What follows belongs to an exercise in optimizing a design on an open flow for small area, a short achievable clock period and few clock cycles; a production flow would make more cautious choices.
No activity file was given, so power comes from the tool's default toggle rates.

==> module tree_merger, before the edit <==
module tree_merger #(
	parameter int NUM_SYMBOLS = 6,
	parameter int CNT_W       = 8,
	parameter int IDX_W       = 3
) (
	input  logic                                    clk,
	input  logic                                    reset,
	input  logic                                    load,          
	input  logic [NUM_SYMBOLS-1:0][CNT_W-1:0]       init_cnt,
	input  logic [NUM_SYMBOLS-1:0][IDX_W-1:0]       init_pos,
	output logic                                    merge,         
	output logic                                    last,          
	output logic [NUM_SYMBOLS-1:0]                  sym_a,         
	output logic [NUM_SYMBOLS-1:0]                  sym_b,         
	output logic [NUM_SYMBOLS-1:0]                  sym_c,         
	output logic                                    c_first        
);
	localparam int N          = NUM_SYMBOLS;
	localparam int SORT_STEPS = N - 1;
	localparam int STEPS      = SORT_STEPS + N - 2;    
	logic [N-1:0][CNT_W-1:0]  e;
	logic [N-1:0][N-1:0]      at;       
	logic [STEPS-1:0]         run;      
	logic                     sorting;
	logic                     sort_next;    
	logic [CNT_W-1:0]         x;            
	logic [N+1:0]             lt;           
	logic [N+1:0][CNT_W-1:0]  ex;           
	logic [N-1:0]             ins;          
	logic [N-1:0]             head;         
	logic [CNT_W-1:0]         u;
	logic [CNT_W-1:0]         v;
	logic [CNT_W-1:0]         sum_uv;
	logic [CNT_W-1:0]         sum_ux;
	logic                     take_uv;
	assign sorting   = run[STEPS - SORT_STEPS];
	assign sort_next = run[STEPS - SORT_STEPS + 1];
	assign u      = sorting ? e[1] : e[2];
	assign v      = sorting ? e[2] : e[3];
	assign sum_uv = u + v;
	assign sum_ux = u + x;
	assign take_uv = sorting ? lt[2] : lt[3];
	always_comb begin
		for (int p = 0; p < N + 2; p++)
			ex[p] = (p < N) ? e[p] : '1;
		lt = '0;
		for (int p = 1; p < N; p++)
			lt[p] = (e[p] < x)
				|| (p <= SORT_STEPS - 1 && run[STEPS - SORT_STEPS + p]);    
		lt[0] = 1'b1;
		if (!sorting)
			lt[1] = 1'b1;
		for (int q = 0; q < N; q++)
			ins[q] = sorting ? (lt[q] && !lt[q + 1]) : (lt[q + 1] && !lt[q + 2]);
		for (int k = 0; k < N; k++) begin
			sym_a[k] = at[k][0];
			sym_b[k] = at[k][1];
			sym_c[k] = at[k][2];
			head[k]  = at[k][0] || (!sorting && at[k][1]);
		end
	end
	assign merge   = run[0] && !sorting;
	assign last    = run[0] && !run[1];
	assign c_first = lt[2];
	always_ff @(posedge clk) begin
		if (reset)
			run <= '0;
		else if (load)
			run <= '1;
		else
			run <= run >> 1;
	end
	always_ff @(posedge clk) begin
		if (load)
			x <= init_cnt[0];
		else if (sort_next)
			x <= lt[1] ? e[1] : x;
		else
			x <= ({CNT_W{take_uv}} & sum_uv) | ({CNT_W{!take_uv}} & sum_ux);
	end
	always_ff @(posedge clk) begin
		if (load) begin
			e <= init_cnt;
			for (int k = 0; k < N; k++)
				at[k] <= N'(1) << init_pos[k];
		end else begin
			for (int q = 0; q < N; q++) begin
				if (sorting) begin
					if (lt[q + 1])
						e[q] <= ex[q + 1];
					else if (lt[q])
						e[q] <= x;
					else
						e[q] <= ex[q];
				end else begin
					if (lt[q + 2])
						e[q] <= ex[q + 2];
					else if (lt[q + 1])
						e[q] <= x;
					else
						e[q] <= ex[q + 1];
				end
			end
			for (int k = 0; k < N; k++) begin
				for (int q = 0; q < N; q++) begin
					if (sorting)
						at[k][q] <= (q + 1 < N && at[k][q + 1] && lt[q + 1])
						         || (q >= 1 && at[k][q] && !lt[q])
						         || (head[k] && ins[q]);
					else
						at[k][q] <= (q + 2 < N && at[k][q + 2] && lt[q + 2])
						         || (q >= 1 && q + 1 < N && at[k][q + 1] && !lt[q + 1])
						         || (head[k] && ins[q]);
				end
			end
		end
	end
endmodule
==> module huffman, before the edit <==
module huffman (
	input  logic        clk,
	input  logic        reset,
	input  logic        gray_valid,
	input  logic [7:0]  gray_data,
	output logic        cnt_valid,
	output logic [47:0] cnt,           
	output logic        code_valid,
	output logic [47:0] hc,            
	output logic [47:0] m              
);
	localparam int NUM_SYMBOLS = 6;
	localparam int CNT_W       = 8;
	localparam int CODE_W      = 8;
	localparam int SAMPLE_W    = 8;
	localparam int IDX_W       = 3;
	logic                                    burst_end;
	logic [NUM_SYMBOLS-1:0][CNT_W-1:0]       init_cnt;
	logic [NUM_SYMBOLS-1:0][IDX_W-1:0]       init_pos;
	logic                                    merge;
	logic                                    last;
	logic [NUM_SYMBOLS-1:0]                  sym_a;
	logic [NUM_SYMBOLS-1:0]                  sym_b;
	logic [NUM_SYMBOLS-1:0]                  sym_c;
	logic                                    c_first;
	freq_counter #(
		.NUM_SYMBOLS (NUM_SYMBOLS),
		.CNT_W       (CNT_W),
		.SAMPLE_W    (SAMPLE_W)
	) freq_counter_i (
		.clk        (clk),
		.reset      (reset),
		.gray_valid (gray_valid),
		.gray_data  (gray_data),
		.cnt        (cnt),
		.cnt_valid  (cnt_valid),
		.burst_end  (burst_end)
	);
	count_sorter #(
		.NUM_SYMBOLS (NUM_SYMBOLS),
		.CNT_W       (CNT_W),
		.IDX_W       (IDX_W)
	) count_sorter_i (
		.cnt        (cnt),
		.init_cnt (init_cnt),
		.init_pos   (init_pos)
	);
	tree_merger #(
		.NUM_SYMBOLS (NUM_SYMBOLS),
		.CNT_W       (CNT_W),
		.IDX_W       (IDX_W)
	) tree_merger_i (
		.clk        (clk),
		.reset      (reset),
		.load       (burst_end),
		.init_cnt (init_cnt),
		.init_pos   (init_pos),
		.merge      (merge),
		.last       (last),
		.sym_a      (sym_a),
		.sym_b      (sym_b),
		.sym_c      (sym_c),
		.c_first    (c_first)
	);
	code_builder #(
		.NUM_SYMBOLS (NUM_SYMBOLS),
		.CODE_W      (CODE_W)
	) code_builder_i (
		.clk        (clk),
		.reset      (reset),
		.start      (burst_end),
		.merge      (merge),
		.last       (last),
		.sym_a      (sym_a),
		.sym_b      (sym_b),
		.sym_c      (sym_c),
		.c_first    (c_first),
		.hc         (hc),
		.m          (m),
		.code_valid (code_valid)
	);
endmodule
clock: 6.0 ns
lec_check: 0
cap_margin: 20
core_margin: 2
core_utilization: 40
setup_slack_margin: 3.3
slew_margin: 20
run.sh (not shown) runs the stock make flow with config.mk's settings and CLKGATE_MAP_FILE= SYNTH_SCRIPT=/design/flow/synth_recipe.tcl, a recipe that flattens the netlist after the stock synthesis.
==> next run, changes <==
--- a/flow/design.v
+++ b/flow/design.v
@@ -66,6 +66,7 @@
 	input  logic                                    load,          
 	input  logic [NUM_SYMBOLS-1:0][CNT_W-1:0]       init_cnt,
 	input  logic [NUM_SYMBOLS-1:0][IDX_W-1:0]       init_pos,
+	output logic                                    first,         
 	output logic                                    merge,         
 	output logic                                    last,          
 	output logic [NUM_SYMBOLS-1:0]                  sym_a,         
@@ -103,7 +104,7 @@
 			ex[p] = (p < N) ? e[p] : '1;
 		lt = '0;
 		for (int p = 1; p < N; p++)
-			lt[p] = (e[p] < x)
+			lt[p] = lighter(e[p], x)
 				|| (p <= SORT_STEPS - 1 && run[STEPS - SORT_STEPS + p]);    
 		lt[0] = 1'b1;
 		if (!sorting)
@@ -117,6 +118,7 @@
 			head[k]  = at[k][0] || (!sorting && at[k][1]);
 		end
 	end
+	assign first   = run[STEPS - 1];
 	assign merge   = run[0] && !sorting;
 	assign last    = run[0] && !run[1];
 	assign c_first = lt[2];
@@ -129,7 +131,7 @@
 			run <= run >> 1;
 	end
 	always_ff @(posedge clk) begin
-		if (load)
+		if (!run[0])
 			x <= init_cnt[0];
 		else if (sort_next)
 			x <= lt[1] ? e[1] : x;
@@ -137,7 +139,7 @@
 			x <= ({CNT_W{take_uv}} & sum_uv) | ({CNT_W{!take_uv}} & sum_ux);
 	end
 	always_ff @(posedge clk) begin
-		if (load) begin
+		if (!run[0]) begin
 			e <= init_cnt;
 			for (int k = 0; k < N; k++)
 				at[k] <= N'(1) << init_pos[k];
@@ -173,6 +175,11 @@
 			end
 		end
 	end
+	function automatic logic lighter(logic [CNT_W-1:0] a, logic [CNT_W-1:0] b);
+		lighter = 1'b0;
+		for (int i = 0; i < CNT_W; i++)
+			lighter = (!a[i] && b[i]) || ((!a[i] || b[i]) && lighter);
+	endfunction
 endmodule
 module code_builder #(
 	parameter int NUM_SYMBOLS = 6,
@@ -248,6 +255,7 @@
 	logic                                    burst_end;
 	logic [NUM_SYMBOLS-1:0][CNT_W-1:0]       init_cnt;
 	logic [NUM_SYMBOLS-1:0][IDX_W-1:0]       init_pos;
+	logic                                    first;
 	logic                                    merge;
 	logic                                    last;
 	logic [NUM_SYMBOLS-1:0]                  sym_a;
@@ -286,6 +294,7 @@
 		.load       (burst_end),
 		.init_cnt (init_cnt),
 		.init_pos   (init_pos),
+		.first      (first),
 		.merge      (merge),
 		.last       (last),
 		.sym_a      (sym_a),
@@ -299,7 +308,7 @@
 	) code_builder_i (
 		.clk        (clk),
 		.reset      (reset),
-		.start      (burst_end),
+		.start      (first),
 		.merge      (merge),
 		.last       (last),
 		.sym_a      (sym_a),
Global-route usage goes up by 0.33 points; total power is lower by about 56%; non-clock buffer count rises by 16; final area is lower by 1.9%; fmax came out lower by 8.7%; setup slack gets worse by 270 ps; utilization goes up by 3.3 points; routed wire length decreases by 3.8%; first-iteration DRC count increases by about 4%; die area goes down by about 6%; sequential power decreases by about 30%; cell count drops by 4.2%; count of clock-buffer cells in the layout shrinks by 4.
No functional check of the RTL was part of any run of this note.

-- separate check: timing with driven ports --
In the flow no input, the clock included, has a driving cell. The finished layouts below were timed again as built, in two steps.
Step 1, drivers: a clkbuf_16 drives clk and a buf_2 each remaining input, both assumed.
Step 2 also shifts input and output timing later by t, the mid clock arrival at the registers, as if the neighbouring blocks saw the same clock.
Slacks: ideal / step 1 / step 2; pairs: ideal / step 1.
run	t, ns	setup WS [ns]	hold slack, ns
the first run	0.573	3.167 / 3.167 / 2.725	0.441 / 0.441 / 0.441
the second run	0.577	2.897 / 2.897 / 2.820	0.451 / 0.451 / 0.451
After both steps setup and hold are still met in every run listed. For the first run, which loses most, drivers alone change the setup slack by 0.000 ns; drivers and shift together by -0.442 ns.
